This is an optimization exercise on Yosys and OpenROAD, whose aim is small area, a short achievable clock period and few clock cycles, not a production implementation. In this exercise RTL edits were held to simulation tests only and were not proved equivalent to the original. Power figures rest on the tool's default switching activity, not on a simulated workload.

--- flow/run.sh ---
#!/bin/bash
# synth_recipe.tcl (not shown) runs the flow's synth.tcl, then flattens the netlist and writes it again
# the make line also repeats each setting of config.mk as NAME=value (left out here)
make -C /OpenROAD-flow-scripts/flow DESIGN_CONFIG=/design/flow/config.mk WORK_HOME=/design/flow/orfs CLKGATE_MAP_FILE= SYNTH_SCRIPT=/design/flow/synth_recipe.tcl finish
--- flow/config.mk ---
export PLATFORM = sky130hd
export DESIGN_NAME = disk_seek_scheduler
export DESIGN_NICKNAME = disk_seek_scheduler
export VERILOG_FILES = /design/flow/design.v
export SDC_FILE = /design/flow/constraint.sdc
export NUM_CORES = 4
export LEC_CHECK = 0
export CAP_MARGIN = 20
export CORE_MARGIN = 2
export CORE_UTILIZATION = 40
export SLEW_MARGIN = 20
--- flow/constraint.sdc ---
create_clock -name core_clock -period 7.0 [get_ports {clk_i}]
set_input_delay 1.4000 -clock core_clock [delete_from_list [all_inputs] [get_ports {clk_i}]]
set_output_delay 1.4000 -clock core_clock [all_outputs]
set_load 0.01 [all_outputs]
--- flow/design.v ---
`default_nettype none
package dss_pkg;
  localparam int unsigned CylW = 16;
  localparam int unsigned TotW = 21;
  localparam logic [TotW-1:0] TotMax = '1;
  localparam logic [1:0] PolFcfs  = 2'd0;
  localparam logic [1:0] PolScan  = 2'd1;
  localparam logic [1:0] PolCscan = 2'd2;
  localparam logic CfgPolicy = 1'b0;
  localparam logic CfgStart  = 1'b1;
  typedef struct packed {
    logic [CylW-1:0] request_cylinder;
    logic            last_request;
  } dss_in_t;
  typedef struct packed {
    logic [CylW-1:0] from_cylinder;
    logic [CylW-1:0] to_cylinder;
    logic [CylW-1:0] move_distance;
    logic [TotW-1:0] total_seek;
    logic            last_move;
  } dss_out_t;
  typedef enum logic [3:0] {
    OpNone,
    OpLoad,     
    OpBegin,    
    OpSortRd,   
    OpSwapLo,   
    OpSwapHi,   
    OpScanRd,   
    OpMove,     
    OpJump      
  } dss_op_e;
  typedef struct packed {
    dss_op_e     op;
    logic [5:0]  idx;
    logic        last;
  } dss_cmd_t;
  typedef struct packed {
    logic        swap;      
    logic        below;     
  } dss_sts_t;
endpackage
`default_nettype wire
`default_nettype none
module dss_datapath #(
  parameter int unsigned MaxReq = 16,
  parameter int unsigned IdxW   = 4
) (
  input  wire logic              clk_i,
  input  wire logic              rst_ni,
  input  wire logic [15:0]       cyl_i,
  input  wire logic [15:0]       start_i,
  input  wire dss_pkg::dss_cmd_t cmd_i,
  output dss_pkg::dss_sts_t      sts_o,
  output logic                   out_valid_o,
  output dss_pkg::dss_out_t      out_o
);
  logic [dss_pkg::CylW-1:0] mem_q [MaxReq];
  logic [dss_pkg::CylW-1:0] rda_q, rdb_q;
  logic [IdxW-1:0] ia, ib;
  logic [dss_pkg::CylW-1:0] head_q, head_d;
  logic [dss_pkg::TotW-1:0] tot_q, tot_d;
  logic [dss_pkg::CylW-1:0] mv_dist;
  logic [dss_pkg::TotW:0]   sum;
  logic            ov_q, ov_d;
  dss_pkg::dss_out_t        out_q, out_d;
  assign ia = cmd_i.idx[IdxW-1:0];
  assign ib = ia - IdxW'(1);
  always_ff @(posedge clk_i) begin
    unique case (cmd_i.op)
      dss_pkg::OpLoad:   mem_q[ia] <= cyl_i;
      dss_pkg::OpSwapLo: mem_q[ib] <= rdb_q;
      dss_pkg::OpSwapHi: mem_q[ia] <= rda_q;
      default: ;
    endcase
    if (cmd_i.op == dss_pkg::OpSortRd) begin
      rda_q <= mem_q[ib];
      rdb_q <= mem_q[ia];
    end else if (cmd_i.op == dss_pkg::OpScanRd) begin
      rda_q <= mem_q[ia];
    end
  end
  assign sts_o.swap  = rda_q > rdb_q;
  assign sts_o.below = rda_q < head_q;
  assign mv_dist = (head_q > rda_q) ? head_q - rda_q : rda_q - head_q;
  assign sum     = {1'b0, tot_q} + (dss_pkg::TotW+1)'(mv_dist);
  always_comb begin
    head_d = head_q;
    tot_d  = tot_q;
    ov_d   = 1'b0;
    out_d  = out_q;
    unique case (cmd_i.op)
      dss_pkg::OpLoad: begin
        if (cmd_i.last) begin
          head_d = start_i;
          tot_d  = '0;
        end
      end
      dss_pkg::OpBegin: begin
        head_d = start_i;
        tot_d  = '0;
      end
      dss_pkg::OpMove: begin
        tot_d  = sum[dss_pkg::TotW] ? dss_pkg::TotMax : sum[dss_pkg::TotW-1:0];
        head_d = rda_q;
        ov_d   = 1'b1;
        out_d  = {head_q, rda_q, mv_dist, tot_d, cmd_i.last};
      end
      dss_pkg::OpJump: begin
        head_d = '0;
        ov_d   = 1'b1;
        out_d  = {head_q, 16'd0, 16'd0, tot_q, cmd_i.last};
      end
      default: ;
    endcase
  end
  always_ff @(posedge clk_i or negedge rst_ni) begin
    if (!rst_ni) begin
      ov_q  <= 1'b0;
      tot_q <= '0;
    end else begin
      ov_q  <= ov_d;
      tot_q <= tot_d;
    end
  end
  always_ff @(posedge clk_i) begin
    head_q <= head_d;
    out_q  <= out_d;
  end
  assign out_valid_o = ov_q;
  assign out_o       = out_q;
endmodule
`default_nettype wire
`default_nettype none
module dss_controller #(
  parameter int unsigned MaxReq = 16
) (
  input  wire logic              clk_i,
  input  wire logic              rst_ni,
  input  wire logic              start_i,
  input  wire logic              last_i,
  input  wire logic [1:0]        policy_i,
  input  wire dss_pkg::dss_sts_t sts_i,
  output dss_pkg::dss_cmd_t      cmd_o,
  output logic                   busy_o
);
  localparam logic [2:0] SIdle    = 3'd0;
  localparam logic [2:0] SSortRd  = 3'd1;
  localparam logic [2:0] SSortCmp = 3'd2;
  localparam logic [2:0] SSwapHi  = 3'd3;
  localparam logic [2:0] SFind    = 3'd4;
  localparam logic [2:0] SRd      = 3'd5;
  localparam logic [2:0] SMv      = 3'd6;
  localparam logic [2:0] SJump    = 3'd7;
  localparam logic [1:0] PhUp   = 2'd0;
  localparam logic [1:0] PhDown = 2'd1;
  localparam logic [1:0] PhLow  = 2'd2;
  logic [2:0] st_q, st_d;
  logic [5:0] cnt_q, cnt_d;    
  logic [5:0] i_q, i_d;        
  logic [5:0] p_q, p_d;        
  logic [5:0] s_q, s_d;        
  logic [1:0] ph_q, ph_d;      
  logic       rd_q, rd_d;      
  logic [1:0] pol_q, pol_d;
  logic       mv_last;
  dss_pkg::dss_cmd_t   cmd;
  always_comb begin
    unique case (ph_q)
      PhDown:  mv_last = i_q == 6'd1;
      PhLow:   mv_last = i_q == s_q - 6'd1;
      default: mv_last = (i_q == cnt_q - 6'd1) &&
                         ((pol_q == dss_pkg::PolScan) ? (s_q == 6'd0) : (pol_q != dss_pkg::PolCscan));
    endcase
  end
  always_comb begin
    st_d = st_q; cnt_d = cnt_q; i_d = i_q; p_d = p_q; s_d = s_q;
    ph_d = ph_q; rd_d = 1'b0; pol_d = pol_q;
    cmd = {dss_pkg::OpNone, 6'd0, 1'b0};
    unique case (st_q)
      SIdle: begin
        if (start_i) begin
          if (cnt_q < 6'(MaxReq)) begin
            cmd = {dss_pkg::OpLoad, cnt_q, last_i};
            cnt_d = cnt_q + 6'd1;
          end else if (last_i) begin
            cmd = {dss_pkg::OpBegin, 6'd0, 1'b0};
          end
          if (last_i) begin
            pol_d = policy_i; ph_d = PhUp; s_d = 6'd0; i_d = 6'd0;
            if (policy_i == dss_pkg::PolScan || policy_i == dss_pkg::PolCscan) begin
              st_d = SSortRd; i_d = 6'd1; p_d = cnt_d - 6'd1;
            end else begin
              st_d = SRd;
            end
          end
        end
      end
      SSortRd: begin
        if (p_q == 6'd0) begin
          st_d = SFind; i_d = 6'd0;
        end else if (i_q > p_q) begin
          p_d = p_q - 6'd1; i_d = 6'd1;
        end else begin
          cmd = {dss_pkg::OpSortRd, i_q, 1'b0};
          st_d = SSortCmp;
        end
      end
      SSortCmp: begin
        if (sts_i.swap) begin
          cmd = {dss_pkg::OpSwapLo, i_q, 1'b0}; st_d = SSwapHi;
        end else begin
          i_d = i_q + 6'd1; st_d = SSortRd;
        end
      end
      SSwapHi: begin
        cmd = {dss_pkg::OpSwapHi, i_q, 1'b0}; i_d = i_q + 6'd1; st_d = SSortRd;
      end
      SFind: begin
        if (rd_q) begin
          if (!sts_i.below) begin
            s_d = i_q; st_d = SRd;
          end else begin
            i_d = i_q + 6'd1;
          end
        end else if (i_q >= cnt_q) begin
          s_d = cnt_q; st_d = SRd;
        end else begin
          cmd = {dss_pkg::OpScanRd, i_q, 1'b0}; rd_d = 1'b1;
        end
      end
      SRd: begin
        unique case (ph_q)
          PhDown: begin
            if (i_q == 6'd0) begin
              st_d = SIdle; cnt_d = 6'd0;
            end else begin
              cmd = {dss_pkg::OpScanRd, i_q - 6'd1, 1'b0}; st_d = SMv;
            end
          end
          PhLow: begin
            if (i_q >= s_q) begin
              st_d = SIdle; cnt_d = 6'd0;
            end else begin
              cmd = {dss_pkg::OpScanRd, i_q, 1'b0}; st_d = SMv;
            end
          end
          default: begin
            if (i_q < cnt_q) begin
              cmd = {dss_pkg::OpScanRd, i_q, 1'b0}; st_d = SMv;
            end else if (pol_q == dss_pkg::PolScan) begin
              ph_d = PhDown; i_d = s_q;
            end else if (pol_q == dss_pkg::PolCscan) begin
              st_d = SJump;
            end else begin
              st_d = SIdle; cnt_d = 6'd0;
            end
          end
        endcase
      end
      SMv: begin
        cmd = {dss_pkg::OpMove, 6'd0, mv_last};
        i_d = (ph_q == PhDown) ? i_q - 6'd1 : i_q + 6'd1;
        st_d = SRd;
        if (mv_last) begin
          st_d = SIdle; cnt_d = 6'd0;
        end
      end
      SJump: begin
        cmd = {dss_pkg::OpJump, 6'd0, s_q == 6'd0};
        ph_d = PhLow; i_d = 6'd0; st_d = SRd;
        if (s_q == 6'd0) begin
          st_d = SIdle; cnt_d = 6'd0;
        end
      end
      default: ;
    endcase
  end
  always_ff @(posedge clk_i or negedge rst_ni) begin
    if (!rst_ni) begin
      st_q <= SIdle; cnt_q <= '0; i_q <= '0; p_q <= '0; s_q <= '0;
      ph_q <= PhUp; rd_q <= 1'b0; pol_q <= dss_pkg::PolFcfs;
    end else begin
      st_q <= st_d; cnt_q <= cnt_d; i_q <= i_d; p_q <= p_d; s_q <= s_d;
      ph_q <= ph_d; rd_q <= rd_d; pol_q <= pol_d;
    end
  end
  assign cmd_o  = cmd;
  assign busy_o = st_q != SIdle;
endmodule
`default_nettype wire
`default_nettype none
module disk_seek_scheduler #(
  parameter int unsigned MAX_REQUESTS = 16
) (
  input  wire logic             clk_i,
  input  wire logic             rst_ni,
  input  wire logic             start_i,
  input  wire logic [16:0]      req_i,
  output logic                  busy_o,
  output logic                  move_valid_o,
  output logic [69:0]           move_o,
  input  wire logic             cfg_we_i,
  input  wire logic             cfg_idx_i,
  input  wire logic [15:0]      cfg_data_i
);
  localparam int unsigned IdxW = (MAX_REQUESTS > 1) ? $clog2(MAX_REQUESTS) : 1;
  logic [1:0]  pol_q;
  logic [15:0] start_q;
  dss_pkg::dss_cmd_t    cmd;
  dss_pkg::dss_sts_t    sts;
  dss_pkg::dss_in_t     req;
  dss_pkg::dss_out_t    move;
  assign req    = req_i;
  assign move_o = move;
  always_ff @(posedge clk_i or negedge rst_ni) begin
    if (!rst_ni) begin
      pol_q <= dss_pkg::PolFcfs; start_q <= '0;
    end else if (cfg_we_i) begin
      if (cfg_idx_i == dss_pkg::CfgPolicy) pol_q <= cfg_data_i[1:0];
      else start_q <= cfg_data_i;
    end
  end
  dss_controller #(.MaxReq(MAX_REQUESTS)) u_ctrl (
    .clk_i, .rst_ni, .start_i(start_i && !busy_o), .last_i(req.last_request),
    .policy_i(pol_q), .sts_i(sts), .cmd_o(cmd), .busy_o
  );
  dss_datapath #(.MaxReq(MAX_REQUESTS), .IdxW(IdxW)) u_dp (
    .clk_i, .rst_ni, .cyl_i(req.request_cylinder), .start_i(start_q),
    .cmd_i(cmd), .sts_o(sts), .out_valid_o(move_valid_o), .out_o(move)
  );
endmodule
`default_nettype wire
==> results.sh <==
export IMPL_hold_path_end="u_dp.out_q[63]$_DFFE_PN_"
export IMPL_r2r_slack_ns=1.24
export IMPL_fin_tns_setup_ns=0
export IMPL_worst_path_max_fanout=26
export IMPL_leakage_uw=0.0103
export IMPL_hpwl_um=50400
export IMPL_period_share=0.822
export IMPL_dieArea_sq_um=63300
export IMPL_grtUsageTotal=0.229
export IMPL_final_layout_size_suffix_gt1_frac=0.125
export IMPL_hold_viol=0
export IMPL_ant_nets=0
export IMPL_area_growth_pct=14.6
export IMPL_setup_viol=0
export IMPL_powerDensity_nw_per_um2=582
export IMPL_io_pins=110
export IMPL_root_buffer="clkbuf_16"
export IMPL_fp_row_count=90
export IMPL_synth_edff_count=374
export IMPL_end_kind="register"
export IMPL_grt_busiest_layer="met2"
export IMPL_grt_use_met3=0.0470
export IMPL_via_count=17959
export IMPL_cts_reportedPaths_clkPinSlew_ns=0.06
export IMPL_required_ns=7.21
export IMPL_synthArstFlopShare=0.161
export IMPL_synth_cell_type_count=91
export IMPL_clock_sinks=446
export IMPL_worstSetupStartpointType="register"
export IMPL_ys_ff_latch=446
export IMPL_ys_warnings_count=3
export IMPL_antenna_found_initial=3
export IMPL_cts_hold_buf=0
export IMPL_core_sq_um=60500
export IMPL_firstDrtPassIters=6
export IMPL_fmaxAchievable_mhz=174
export IMPL_fin_crit_ns=5.76
export IMPL_worstHoldPathType="reg -> reg"
export IMPL_grt_use_met2=0.373
export IMPL_grt_pass1_wl_um=110000
export IMPL_grt_pass1_vias=17567
export IMPL_syn_avg_cell_area_sq_um=11.5
export IMPL_avgRoutedWirePerCell_um=24.1
export IMPL_crit_slowest_cell="nor2_2"
export IMPL_pre_cts_slack_ns=0.972
export IMPL_routed_wl_um=73000
export IMPL_clock_skew_ns=0.0366
export IMPL_irDropWorstVdd_v=0.000309
export IMPL_synth_fp_nets=2269
export IMPL_outcome="no timing/DRC/antenna violations"
export IMPL_synth_common_cells="edfxtp_1, nand2_1, nor2_1"
export IMPL_finalPower_uw=16300
export IMPL_htreeDepth=2
export IMPL_slew_headroom=0.257
export IMPL_final_max_slew_viol_count=0
export IMPL_syn_inst=2135
export IMPL_synthesis_area_sq_um=24500
export IMPL_min_path_cells=0
export IMPL_reg2regPathDepth=12
export IMPL_synth_area_leader_cell="edfxtp_1"
export IMPL_gp_congestion=0.905
export IMPL_die_x_um=252
export IMPL_gr_usage_met1=0.309
export IMPL_nets=2342
export IMPL_drv_cap=0
export IMPL_cts_resized=0
export IMPL_viasPerCell=5.93
export IMPL_grt_max_degree=85
export IMPL_path_class="reg -> reg"
export IMPL_slowest_delay_ns=0.97
export IMPL_die_h_um=252
export IMPL_cp_num_buf_inv=2
export IMPL_insertion_delay_ns=0.62
export IMPL_synthDominantCellAreaShare=0.458
export IMPL_route_detailed_drc=0
export IMPL_yosysMostFrequentCell="edfxtp_1"
export IMPL_r2r_end="u_dp.mem_q[13][2]$_DFFE_PP_"
export IMPL_synth_area_leaders="edfxtp_1, dfrtp_1, mux4_2, nand2_1, ha_1"
export IMPL_worstReg2RegStart="u_dp.rda_q[1]$_DFFE_PP_"
export IMPL_io_buffers=109
export IMPL_critPathTopFamily="compound AO/OA/AOI/OAI gates"
export IMPL_hp_start="u_dp.head_q[9]$_DFFE_PP_"
export IMPL_cts_buffers=48
export IMPL_fin_util=0.464
export IMPL_worstPathArrival_ns=5.96
export IMPL_path_cells="buf_4 -> ha_1 -> nor2b_1 -> o211ai_1 -> a2111oi_2 -> o31ai_4 -> a21oi_2 -> or2_1 -> inv_4 -> ha_2 -> a32oi_1 -> nor2_2"
export IMPL_cts_tree="yes"
export IMPL_synth_ff_type="edfxtp_1"
export IMPL_cts_buffer_depth=3
export IMPL_cts_setup_buffers=0
export IMPL_grt_ovfl_total=0
export IMPL_rsz0062_at_grt="false"
export IMPL_drtIter0Drc=1555
export IMPL_worst_slew_pin_slew_ns=1.11
export IMPL_synth_seq_area_share=0.532
export IMPL_initial_core_util=0.405
export IMPL_timing_final_ws_setup_ns=1.24
-- registers in the layout, summed over array words and instances (netlist names), 2 cells and up --
| register | count |
|---|---|
| start_q | 16 |
| u_dp.rdb_q | 16 |
| u_ctrl.st_q | 3 |
| u_ctrl.ph_q | 2 |
| pol_q | 2 |
| u_dp.head_q | 16 |
| u_ctrl.i_q | 6 |
| u_dp.tot_q | 21 |
| u_ctrl.p_q | 6 |
| u_dp.out_q | 70 |
| u_dp.rda_q | 16 |
| u_ctrl.pol_q | 2 |
| u_dp.mem_q | 256 |
| u_ctrl.cnt_q | 6 |
| u_ctrl.s_q | 6 |
-- logic make-up (layout without fill, tap and decap cells) --
| kind of cell | after synthesis | in the layout | synth area share |
|---|---|---|---|
| compound gates | 422 | 422 | 0.122 |
| xor+xnor | 47 | 47 | 0.0171 |
| fa+ha+maj | 96 | 96 | 0.0499 |
| buf+inv | 226 | 339 | 0.0397 |
| flops | 446 | 446 | 0.532 |
| mux | 180 | 180 | 0.108 |
| other cells | 0 | 1 | 0 |
| simple gates | 718 | 718 | 0.132 |
-- where the power goes --
| group | switching, uW | internal [uW] | total, uW |
|---|---|---|---|
| Clock | 1120 | 1520 | 2640 |
| Combinational | 5820 | 3720 | 9540 |
| Sequential | 366 | 3800 | 4160 |
| Total | 7310 | 9030 | 16300 |
-- layer usage --
metal / part of all wire / up-vias
met2: 0.48 / 737
met1: 0.42 / 8963
met4: 0.024 / 6
li1: - / 8124
met3: 0.077 / 129
met5: 0.00053 / -
-- cells in the final DEF (no fill, tap or decap), types with 41 or more instances in the layout --
master | Yosys | layout
a21oi_1 | 99 | 99
buf_4 | 6 | 41
clkbuf_16 | 0 | 48
clkdlybuf4s50_1 | 0 | 108
dfrtp_1 | 72 | 72
edfxtp_1 | 374 | 374
ha_1 | 93 | 92
inv_1 | 93 | 92
mux2i_1 | 83 | 83
mux4_2 | 64 | 64
nand2_1 | 338 | 338
nand3_1 | 98 | 98
nor2_1 | 141 | 120
o21ai_0 | 68 | 67
-- metrics by stage --
stage	cells	cell area, sq um	hold slack [ns]
final	3031	28100	0.490
after global routing	3030	28100	0.511
after CTS	3030	28100	0.494
after detailed placement	2940	26400	0.476
after global placement	2939	26400	0.476
after floorplan	2135	24500	0.457
-- worst max path at each step --
| stage | end | cells after the start | from | slack [ns] |
|---|---|---|---|---|
| finish | u_dp.mem_q[13][2]$_DFFE_PP_ | 12 | u_dp.rda_q[1]$_DFFE_PP_ | 1.24 |
| global route | u_dp.out_q[16]$_DFFE_PN_ | 25 | u_dp.head_q[0]$_DFFE_PP_ | 0.82 |
| CTS | u_dp.mem_q[4][2]$_DFFE_PP_ | 12 | u_dp.rda_q[1]$_DFFE_PP_ | 1.25 |
| detailed placement | u_dp.mem_q[13][10]$_DFFE_PP_ | 9 | start_i | 0.97 |
| global placement | u_dp.mem_q[12][9]$_DFFE_PP_ | 9 | start_i | 0.84 |
| floorplan | u_dp.out_q[10]$_DFFE_PN_ | 25 | u_dp.head_q[0]$_DFFE_PP_ | 1.71 |
-- area by class of cell --
cell class | instances | area, sq um
diodes | 1 | 2.50
clock buffers | 62 | 1300
clock inverters | 28 | 323
fillers | 5384 | 32400
inverters | 97 | 367
multi-input cells | 1463 | 10600
flip-flops and latches | 446 | 13000
well taps | 782 | 978
repair buffers | 152 | 1440
Testbench counts, summed over its fixed seeds: cycles 47,833.

## what the ideal ports hide
How much do the figures lean on ideal ports? The routed layout below was timed once more, with nothing changed but the port constraints.
Step 1: set_driving_cell puts a clkbuf_16 on clk_i and a buf_2 on each other input, an assumption about the parent block.
Step 2 adds t to the input delays and takes it off the output delays; t is the mean of the earliest and latest rising clock arrival at the registers after step 1. Input paths then give back, and output paths get back, about the clock's delay inside the block.
a / b / c = ideal ports / drivers / drivers and shift; a / b = the first two.
t, ns: 0.669
setup slack, ns: 1.243 / 1.243 / 0.869
slew at the worst register clock pin (ns): 0.07 / 0.07
worst data-port slew with drivers (ns): 0.11
After both steps setup and hold are still met in this run. For this run, drivers alone change the setup slack by 0.000 ns; drivers and shift together by -0.374 ns.
